This design comes from an exercise in tuning for small area, a short achievable clock period and few clock cycles per item on the open sky130 flow, not from production work.
The RTL was checked by simulation tests, not by an equivalence proof against the original design.
Power figures rest on the tool's default switching activity, not on a simulated workload.

<file path="design/flow/run.sh">
#!/bin/bash
# synth_recipe.tcl (not shown) runs the flow's synth.tcl, then flattens the netlist and writes it again
# the make line also repeats each setting of config.mk as NAME=value (left out here)
make -C /OpenROAD-flow-scripts/flow DESIGN_CONFIG=/design/flow/config.mk WORK_HOME=/design/flow/orfs CLKGATE_MAP_FILE= SYNTH_SCRIPT=/design/flow/synth_recipe.tcl finish
</file>
<file path="design/flow/config.mk">
export PLATFORM = sky130hd
export DESIGN_NAME = ghash_top
export DESIGN_NICKNAME = ghash_top
export VERILOG_FILES = /design/flow/design.v
export SDC_FILE = /design/flow/constraint.sdc
export NUM_CORES = 4
export LEC_CHECK = 0
export CAP_MARGIN = 20
export CORE_MARGIN = 5
export CORE_UTILIZATION = 45
export SETUP_SLACK_MARGIN = 0.2
export SLEW_MARGIN = 20
</file>
<file path="design/flow/constraint.sdc">
create_clock -name core_clock -period 7.0 [get_ports {clk}]
set_input_delay 1.4000 -clock core_clock [delete_from_list [all_inputs] [get_ports {clk}]]
set_output_delay 1.4000 -clock core_clock [all_outputs]
set_load 0.01 [all_outputs]
</file>
<file path="design/flow/design.v">
package ghash_pkg;
    localparam int BLOCK_W    = 128;               
    localparam int WORD_W     = 32;                
    localparam int ADDR_W     = 8;                 
    localparam int FIFO_DEPTH = 4;                 
    localparam int FIFO_CNT_W = 3;                 
    localparam int FIFO_PTR_W = 2;                 
    localparam int MUL_CNT_W  = 7;                 
    typedef logic [BLOCK_W-1:0]    block_t;
    typedef logic [WORD_W-1:0]     word_t;
    typedef logic [ADDR_W-1:0]     apb_addr_t;
    typedef logic [FIFO_CNT_W-1:0] fifo_cnt_t;
    typedef logic [FIFO_PTR_W-1:0] fifo_ptr_t;
    typedef logic [MUL_CNT_W-1:0]  mul_cnt_t;
    localparam block_t   GF_POLY_R = {8'hE1, 120'd0};  
    localparam mul_cnt_t MUL_LAST  = 7'd127;            
    localparam apb_addr_t REG_H0     = 8'h00;      
    localparam apb_addr_t REG_H1     = 8'h04;
    localparam apb_addr_t REG_H2     = 8'h08;
    localparam apb_addr_t REG_H3     = 8'h0C;
    localparam apb_addr_t REG_D0     = 8'h10;      
    localparam apb_addr_t REG_D1     = 8'h14;
    localparam apb_addr_t REG_D2     = 8'h18;
    localparam apb_addr_t REG_D3     = 8'h1C;      
    localparam apb_addr_t REG_CTRL   = 8'h20;
    localparam apb_addr_t REG_STATUS = 8'h24;
    localparam apb_addr_t REG_TAG0   = 8'h30;      
    localparam apb_addr_t REG_TAG1   = 8'h34;
    localparam apb_addr_t REG_TAG2   = 8'h38;
    localparam apb_addr_t REG_TAG3   = 8'h3C;
    localparam int CTRL_CLEAR_BIT  = 0;            
    localparam int STAT_FULL_BIT   = 0;            
    localparam int STAT_BUSY_BIT   = 1;            
    localparam int STAT_VALID_BIT  = 2;            
    typedef enum logic [1:0]
    {
        CORE_IDLE,                                 
        CORE_MUL,                                  
        CORE_DONE                                  
    } core_state_t;
endpackage
`timescale 1ns/1ps
import ghash_pkg::*;
module ghash_apb_regs
(
    input  logic      clk,
    input  logic      i_rst,
    input  logic      i_psel,
    input  logic      i_penable,
    input  logic      i_pwrite,
    input  ghash_pkg::apb_addr_t i_paddr,
    input  ghash_pkg::word_t     i_pwdata,
    input  logic      i_full,
    input  logic      i_empty,
    input  logic      i_busy,
    input  ghash_pkg::block_t    i_hash,
    input  logic      i_hash_folded,
    output ghash_pkg::word_t     o_prdata,
    output logic      o_pready,
    output logic      o_pslverr,
    output logic      o_push,
    output ghash_pkg::block_t    o_push_block,
    output ghash_pkg::block_t    o_h_key,
    output logic      o_clear
);
    ghash_pkg::block_t h_key_q;                               
    ghash_pkg::word_t  d0_q;                                  
    ghash_pkg::word_t  d1_q;
    ghash_pkg::word_t  d2_q;
    logic   clear_q;                               
    logic   access;                                
    logic   wr_acc;
    logic   rd_acc;
    logic   addr_ok;                               
    logic   d3_wr;                                 
    ghash_pkg::word_t  status_w;
    assign access = i_psel && i_penable;
    assign wr_acc = access && i_pwrite;
    assign rd_acc = access && !i_pwrite;
    assign d3_wr  = wr_acc && (i_paddr == REG_D3);
    assign o_pready  = !(d3_wr && i_full);
    assign o_pslverr = access && !addr_ok;         
    assign o_push    = d3_wr && !i_full;           
    assign o_push_block = {d0_q, d1_q, d2_q, i_pwdata};  
    assign o_h_key   = h_key_q;
    assign o_clear   = clear_q;
    always_comb
    begin
        case (i_paddr)
            REG_H0, REG_H1, REG_H2, REG_H3,
            REG_D0, REG_D1, REG_D2, REG_D3,
            REG_CTRL, REG_STATUS,
            REG_TAG0, REG_TAG1, REG_TAG2, REG_TAG3:
                addr_ok = 1'b1;
            default:
                addr_ok = 1'b0;
        endcase
    end
    always_comb
    begin
        status_w                 = '0;
        status_w[STAT_FULL_BIT]  = i_full;
        status_w[STAT_BUSY_BIT]  = i_busy;
        status_w[STAT_VALID_BIT] = i_empty && !i_busy && i_hash_folded;
    end
    always_ff @(posedge clk)
    begin
        if (wr_acc)
        begin
            case (i_paddr)
                REG_H0: h_key_q[127:96] <= i_pwdata;
                REG_H1: h_key_q[95:64]  <= i_pwdata;
                REG_H2: h_key_q[63:32]  <= i_pwdata;
                REG_H3: h_key_q[31:0]   <= i_pwdata;
                REG_D0: d0_q            <= i_pwdata;
                REG_D1: d1_q            <= i_pwdata;
                REG_D2: d2_q            <= i_pwdata;
                default: ;                         
            endcase
        end
    end
    always_ff @(posedge clk)
    begin
        if (i_rst)
            clear_q <= 1'b0;
        else
            clear_q <= wr_acc && (i_paddr == REG_CTRL) && i_pwdata[CTRL_CLEAR_BIT];
    end
    always_comb
    begin
        o_prdata = '0;
        if (rd_acc)
        begin
            case (i_paddr)
                REG_H0:     o_prdata = h_key_q[127:96];
                REG_H1:     o_prdata = h_key_q[95:64];
                REG_H2:     o_prdata = h_key_q[63:32];
                REG_H3:     o_prdata = h_key_q[31:0];
                REG_D0:     o_prdata = d0_q;
                REG_D1:     o_prdata = d1_q;
                REG_D2:     o_prdata = d2_q;
                REG_STATUS: o_prdata = status_w;
                REG_TAG0:   o_prdata = i_hash[127:96];
                REG_TAG1:   o_prdata = i_hash[95:64];
                REG_TAG2:   o_prdata = i_hash[63:32];
                REG_TAG3:   o_prdata = i_hash[31:0];
                default:    o_prdata = '0;         
            endcase
        end
    end
endmodule
`timescale 1ns/1ps
import ghash_pkg::*;
module ghash_block_fifo
(
    input  logic   clk,
    input  logic   i_rst,
    input  logic   i_push,
    input  ghash_pkg::block_t i_push_block,
    input  logic   i_pop,
    output ghash_pkg::block_t o_head_block,
    output logic   o_full,
    output logic   o_empty
);
    ghash_pkg::block_t    mem [FIFO_DEPTH];                   
    ghash_pkg::fifo_ptr_t wr_ptr;
    ghash_pkg::fifo_ptr_t rd_ptr;
    ghash_pkg::fifo_cnt_t count;                              
    logic      do_push;
    logic      do_pop;
    assign do_push = i_push && !o_full;            
    assign do_pop  = i_pop && !o_empty;            
    always_ff @(posedge clk)
    begin
        if (i_rst)
        begin
            wr_ptr <= '0;
            rd_ptr <= '0;
            count  <= '0;
        end
        else
        begin
            if (do_push)
                wr_ptr <= wr_ptr + 1'b1;           
            if (do_pop)
                rd_ptr <= rd_ptr + 1'b1;
            case ({do_push, do_pop})
                2'b10:   count <= count + 1'b1;
                2'b01:   count <= count - 1'b1;
                default: count <= count;           
            endcase
        end
    end
    always_ff @(posedge clk)
    begin
        if (do_push)
            mem[wr_ptr] <= i_push_block;
    end
    assign o_head_block = mem[rd_ptr];             
    assign o_full       = (count == ghash_pkg::fifo_cnt_t'(FIFO_DEPTH));
    assign o_empty      = (count == '0);
endmodule
`timescale 1ns/1ps
import ghash_pkg::*;
module ghash_core
(
    input  logic   clk,
    input  logic   i_rst,
    input  logic   i_clear,
    input  ghash_pkg::block_t i_h_key,
    input  logic   i_empty,
    input  ghash_pkg::block_t i_block,
    output logic   o_pop,
    output logic   o_busy,
    output ghash_pkg::block_t o_hash,
    output logic   o_hash_folded
);
    ghash_pkg::core_state_t state;
    logic        take_q;                           
    ghash_pkg::mul_cnt_t    bit_cnt;                          
    ghash_pkg::block_t      x_sh;                             
    ghash_pkg::block_t      v_acc;                            
    ghash_pkg::block_t      z_acc;                            
    always_ff @(posedge clk)
    begin
        if (i_rst || i_clear)
        begin
            state         <= CORE_IDLE;
            take_q        <= 1'b0;
            bit_cnt       <= '0;
            o_hash        <= '0;
            o_hash_folded <= 1'b0;
        end
        else
        begin
            case (state)
                CORE_IDLE:
                begin
                    if (take_q)
                    begin
                        take_q  <= 1'b0;           
                        bit_cnt <= '0;
                        state   <= CORE_MUL;
                    end
                    else
                        take_q <= !i_empty;        
                end
                CORE_MUL:
                begin
                    bit_cnt <= bit_cnt + 1'b1;
                    if (bit_cnt == MUL_LAST)
                        state <= CORE_DONE;        
                end
                CORE_DONE:
                begin
                    o_hash        <= z_acc;        
                    o_hash_folded <= 1'b1;
                    take_q        <= !i_empty;
                    state         <= CORE_IDLE;
                end
                default:
                    state <= CORE_IDLE;
            endcase
        end
    end
    always_ff @(posedge clk)
    begin
        if (o_pop)
        begin
            x_sh  <= o_hash ^ i_block;             
            v_acc <= i_h_key;
            z_acc <= '0;
        end
        else if (state == CORE_MUL)
        begin
            if (x_sh[BLOCK_W-1])
                z_acc <= z_acc ^ v_acc;            
            if (v_acc[0])
                v_acc <= (v_acc >> 1) ^ GF_POLY_R;
            else
                v_acc <= v_acc >> 1;
            x_sh <= x_sh << 1;                     
        end
    end
    assign o_pop  = take_q && (state == CORE_IDLE) && !i_clear;
    assign o_busy = (state != CORE_IDLE);
endmodule
`timescale 1ns/1ps
import ghash_pkg::*;
module ghash_top
(
    input  logic      clk,
    input  logic      i_rst,
    input  logic      i_psel,
    input  logic      i_penable,
    input  logic      i_pwrite,
    input  ghash_pkg::apb_addr_t i_paddr,
    input  ghash_pkg::word_t     i_pwdata,
    output ghash_pkg::word_t     o_prdata,
    output logic      o_pready,
    output logic      o_pslverr
);
    logic   push;                                  
    ghash_pkg::block_t push_block;
    logic   full;
    logic   empty;                                 
    ghash_pkg::block_t head_block;
    logic   pop;
    logic   busy;                                  
    ghash_pkg::block_t hash;
    logic   hash_folded;
    ghash_pkg::block_t h_key;
    logic   clear;
    ghash_apb_regs u_regs
    (
        .clk           (clk),
        .i_rst         (i_rst),
        .i_psel        (i_psel),
        .i_penable     (i_penable),
        .i_pwrite      (i_pwrite),
        .i_paddr       (i_paddr),
        .i_pwdata      (i_pwdata),
        .i_full        (full),
        .i_empty       (empty),
        .i_busy        (busy),
        .i_hash        (hash),
        .i_hash_folded (hash_folded),
        .o_prdata      (o_prdata),
        .o_pready      (o_pready),
        .o_pslverr     (o_pslverr),
        .o_push        (push),
        .o_push_block  (push_block),
        .o_h_key       (h_key),
        .o_clear       (clear)
    );
    ghash_block_fifo u_fifo
    (
        .clk          (clk),
        .i_rst        (i_rst),
        .i_push       (push),
        .i_push_block (push_block),
        .i_pop        (pop),
        .o_head_block (head_block),
        .o_full       (full),
        .o_empty      (empty)
    );
    ghash_core u_core
    (
        .clk           (clk),
        .i_rst         (i_rst),
        .i_clear       (clear),
        .i_h_key       (h_key),
        .i_empty       (empty),
        .i_block       (head_block),
        .o_pop         (pop),
        .o_busy        (busy),
        .o_hash        (hash),
        .o_hash_folded (hash_folded)
    );
endmodule
</file>
==> results.json <==
{
  "grt_pass1_wl_mm": 214,
  "fin_crit_sh_pct": 96.2,
  "clk_latency_ns": 0.75,
  "final_antenna_net_count": 0,
  "worst_hold_slack_ns": 0.448,
  "drtIter0Drc": 3397,
  "yosys_most_used_dff": "edfxtp_1",
  "cts_buffer_depth": 3,
  "wl_per_cell_um": 28.1,
  "crit_buf_inv": 2,
  "grtUsageTotal_pct": 25.3,
  "seq_area_um2": 35300,
  "yosysWarnings": 3,
  "vias_per_cell": 5.72,
  "ys_top_cells_by_area": "edfxtp_1, dfxtp_1, nand2_1",
  "nNetsFinal": 3793,
  "p_per_area_nw_per_um2": 270,
  "final_area_um2": 57100,
  "synth_cells": 3645,
  "p_leak_nw": 18.8,
  "avgSynthCellArea_um2": 13.7,
  "hold_class": "flip-flop to flip-flop",
  "slowest_stage": "nor2_1",
  "crit_family": "simple AND/OR/NAND/NOR gates",
  "synth.largest_area_cell": "edfxtp_1",
  "synth_cell_type_count": 64,
  "postLayoutCoreUtil_pct": 51.8,
  "vias": 30582,
  "finClkSkew_ns": 0.0352,
  "die-height_um": 343,
  "first_pass_iters": 8,
  "rsz0062_at_grt": "no",
  "clk_pin_slew_ns": 0.06,
  "slowest_delay_ns": 0.81,
  "worstMarginPinSlew_ns": 1.17,
  "relSlewSlack_pct": 22.3,
  "cts_buffers": 136,
  "yosysTopAreaCellShare_pct": 59.7,
  "grt_pass1_vias": 29424,
  "arrival_ns": 5.34,
  "path_class": "input pin to primary output",
  "clock_sinks": 1269,
  "ios": 79,
  "io_buffer_count": 78,
  "initial_utilization_pct": 45.2,
  "antenna_found_initial": 17,
  "cts_max_level": 4,
  "path_cells": "clkdlybuf4s50_1 > or4b_1 > nor2_1 > a222oi_1 > a31oi_1 > clkdlybuf4s50_1",
  "maxCapViolCount": 0,
  "setup_viol": 0,
  "drc": 0,
  "dpl_cell_area_um2": 52700,
  "rows": 122,
  "synth.net_count": 3697,
  "grt_max_degree": 173,
  "wl_mm": 150,
  "synth_edf_count": 992,
  "die_area_um2": 118000,
  "end_kind": "primary output",
  "async_flop_share_pct": 0,
  "synth_area_um2": 49900,
  "grt_overflow_total": 0,
  "multi_input_area_um2": 13800,
  "cts-root-buf": "clkbuf_16",
  "crit_path_max_fanout": 10,
  "cts_setup_buffers": 0,
  "required_ns": 5.60,
  "area_growth_pct": 14.5,
  "globalplace.congestion": 0.947,
  "dp_hpwl_mm": 97.1,
  "fill_cells": 9217,
  "worstSetupStartpointType": "input pin",
  "hold_buffers": 0,
  "status": "complete, no violations",
  "core_area_um2": 110000,
  "slew_viol_final": 0,
  "fmax_mhz": 148,
  "hold_violations": 0,
  "tns_ns": 0,
  "cts_tree": "built",
  "layout_min_cycle_time_ns": 6.74,
  "vdd_drop_max_mv": 0.226,
  "die_w_um": 343,
  "post_cts_resized": 0,
  "seq_area_frac_synth_pct": 70.8,
  "synth_seq_cells": 1269,
  "cpMostUsedCell": "clkdlybuf4s50_1",
  "drive_above_1_share_pct": 12.1
}
## cells in the mapped netlist, types with 38 or more instances
| master | n |
|---|---|
| edfxtp_1 | 992 |
| nand2_1 | 943 |
| dfxtp_1 | 277 |
| nor2_1 | 187 |
| a21oi_1 | 161 |
| clkbuf_1 | 161 |
| o21ai_0 | 155 |
| xnor2_1 | 133 |
| xor2_1 | 133 |
| mux4_2 | 131 |
| mux2i_1 | 46 |
| a22oi_1 | 38 |
## area by class of cell
type                            instances  area share, %
Sequential cell                      1269           61.9
Multi-Input combinational cell       2154           24.1
Clock buffer                          203           7.04
Tap cell                             1488           3.26
Timing Repair Buffer                  171           2.97
Clock inverter                         46          0.620
Inverter                                9         0.0591
Antenna cell                            8         0.0350
## worst min-delay path, cell delays in order (launching register included)
cell and delay [ns]:
dfxtp_1 0.32, nand2_1 0.05, a21oi_1 0.05
## worst paths after layout
check,from,to,slack [ns],cells after the start
worst max-delay path,i_paddr[1],o_prdata[28],0.26,6
worst min register to register,u_core.z_acc[117]$_SDFFE_PP0P_,u_core.o_hash[117]$_SDFFE_PP0P_,0.45,2
worst max register to register,u_core.state[0]$_SDFFE_PP0P_,u_core.v_acc[21]$_DFFE_PP_,3.72,6
worst min-delay path,u_core.z_acc[117]$_SDFFE_PP0P_,u_core.o_hash[117]$_SDFFE_PP0P_,0.45,2
## metrics by stage
step | setup slack, ns | cells | total power [mW]
3_3_place_gp | 0.563 | 5091 | 8.52
5_1_grt | 0.262 | 5340 | 15.9
2_1_floorplan | 0.938 | 3645 | 8.39
6_report | 0.263 | 5348 | 15.4
4_1_cts | 0.527 | 5340 | 15.5
3_5_place_dp | 0.536 | 5091 | 8.53
## sequential cells by signal (all words and copies together) (netlist names), 3 cells and up, named ones only
signal / cells
u_core.bit_cnt: 7
u_regs.d2_q: 32
u_core.v_acc: 128
u_fifo.mem: 512
u_core.o_hash: 128
u_core.z_acc: 128
u_core.x_sh: 128
u_regs.d1_q: 32
u_regs.d0_q: 32
u_regs.h_key_q: 128
u_fifo.count: 3
## where the power goes
part	switching (mW)	internal [mW]	leakage [nW]	total, mW
logic	0.171	0.0786	5.49	0.250
registers	0.0312	8.09	11.2	8.12
clock network	2.94	4.10	2.14	7.04
total	3.14	12.3	18.8	15.4
## routing by layer
metal / routed length, um / global-route usage, % / vias to the layer above / share of wire [%]
met1: 62200 / 35.6 / 15467 / 41
met2: 67500 / 38.4 / 1481 / 45
met3: 15800 / 7.40 / 264 / 11
met4: 4400 / 7.53 / 16 / 2.9
li1: - / - / 13354 / -
met5: 107 / 0 / - / 0.071
## logic make-up (layout without fill, tap and decap cells)
kind of cell	count (synthesis)	after routing	synth area share, %
AO/OA/AOI/OAI	476	476	5.75
multiplexers	183	183	6.97
other	0	8	0
adder cells (fa/ha/maj)	7	7	0.191
AND/OR/NAND/NOR	1222	1222	9.77
XOR/XNOR	266	266	4.67
flip-flops	1269	1269	70.8
buffers and inverters	222	429	1.82
## cells in the final DEF, fill, tap and decap left out, drive strengths merged, types with 11 or more instances in the layout
cell / synthesis / final
nor3: 16 / 16
o21ai: 158 / 158
dfxtp: 277 / 277
nand3: 17 / 17
clkdlybuf4s50: 0 / 75
buf: 52 / 96
xnor2: 133 / 133
clkinv: 0 / 31
a22o: 23 / 23
clkbuf: 161 / 203
nor2: 190 / 190
xor2: 133 / 133
and2: 11 / 11
a22oi: 38 / 38
a221oi: 13 / 13
a31oi: 24 / 24
edfxtp: 992 / 992
mux2i: 46 / 46
a222oi: 18 / 18
nand2: 943 / 943
a21oi: 161 / 161
inv: 9 / 18
mux4: 131 / 131
Testbench counts, summed over its fixed seeds: cycles 211,370, blocks 1,592.

==> afterwards: timing with drivers on the ports <==
How much do the figures lean on ideal ports? The routed layout below was timed once more, with nothing changed but the port constraints. Step 1 (the two cells are an assumption about what drives the block):
set clk [get_ports {clk}]
set_driving_cell -lib_cell sky130_fd_sc_hd__clkbuf_16 $clk
set_driving_cell -lib_cell sky130_fd_sc_hd__buf_2 [delete_from_list [all_inputs] $clk]
Step 2, shift: input delay + t, output delay - t, t = (earliest + latest rising clock arrival at the registers) / 2. This alone moves slack from input paths to output paths. Three values: no drivers, after step 1, after step 2; two values: the first two.
shift t [ns]: 0.802
slack for setup (ns): 0.263 / 0.230 / 0.230
worst register clock-pin slew, ns: 0.07 / 0.07
cell pins on the clock port's net: 1
After both steps this run still meets setup and hold. For this run, drivers alone change the setup slack by -0.033 ns; drivers and shift together by -0.033 ns.
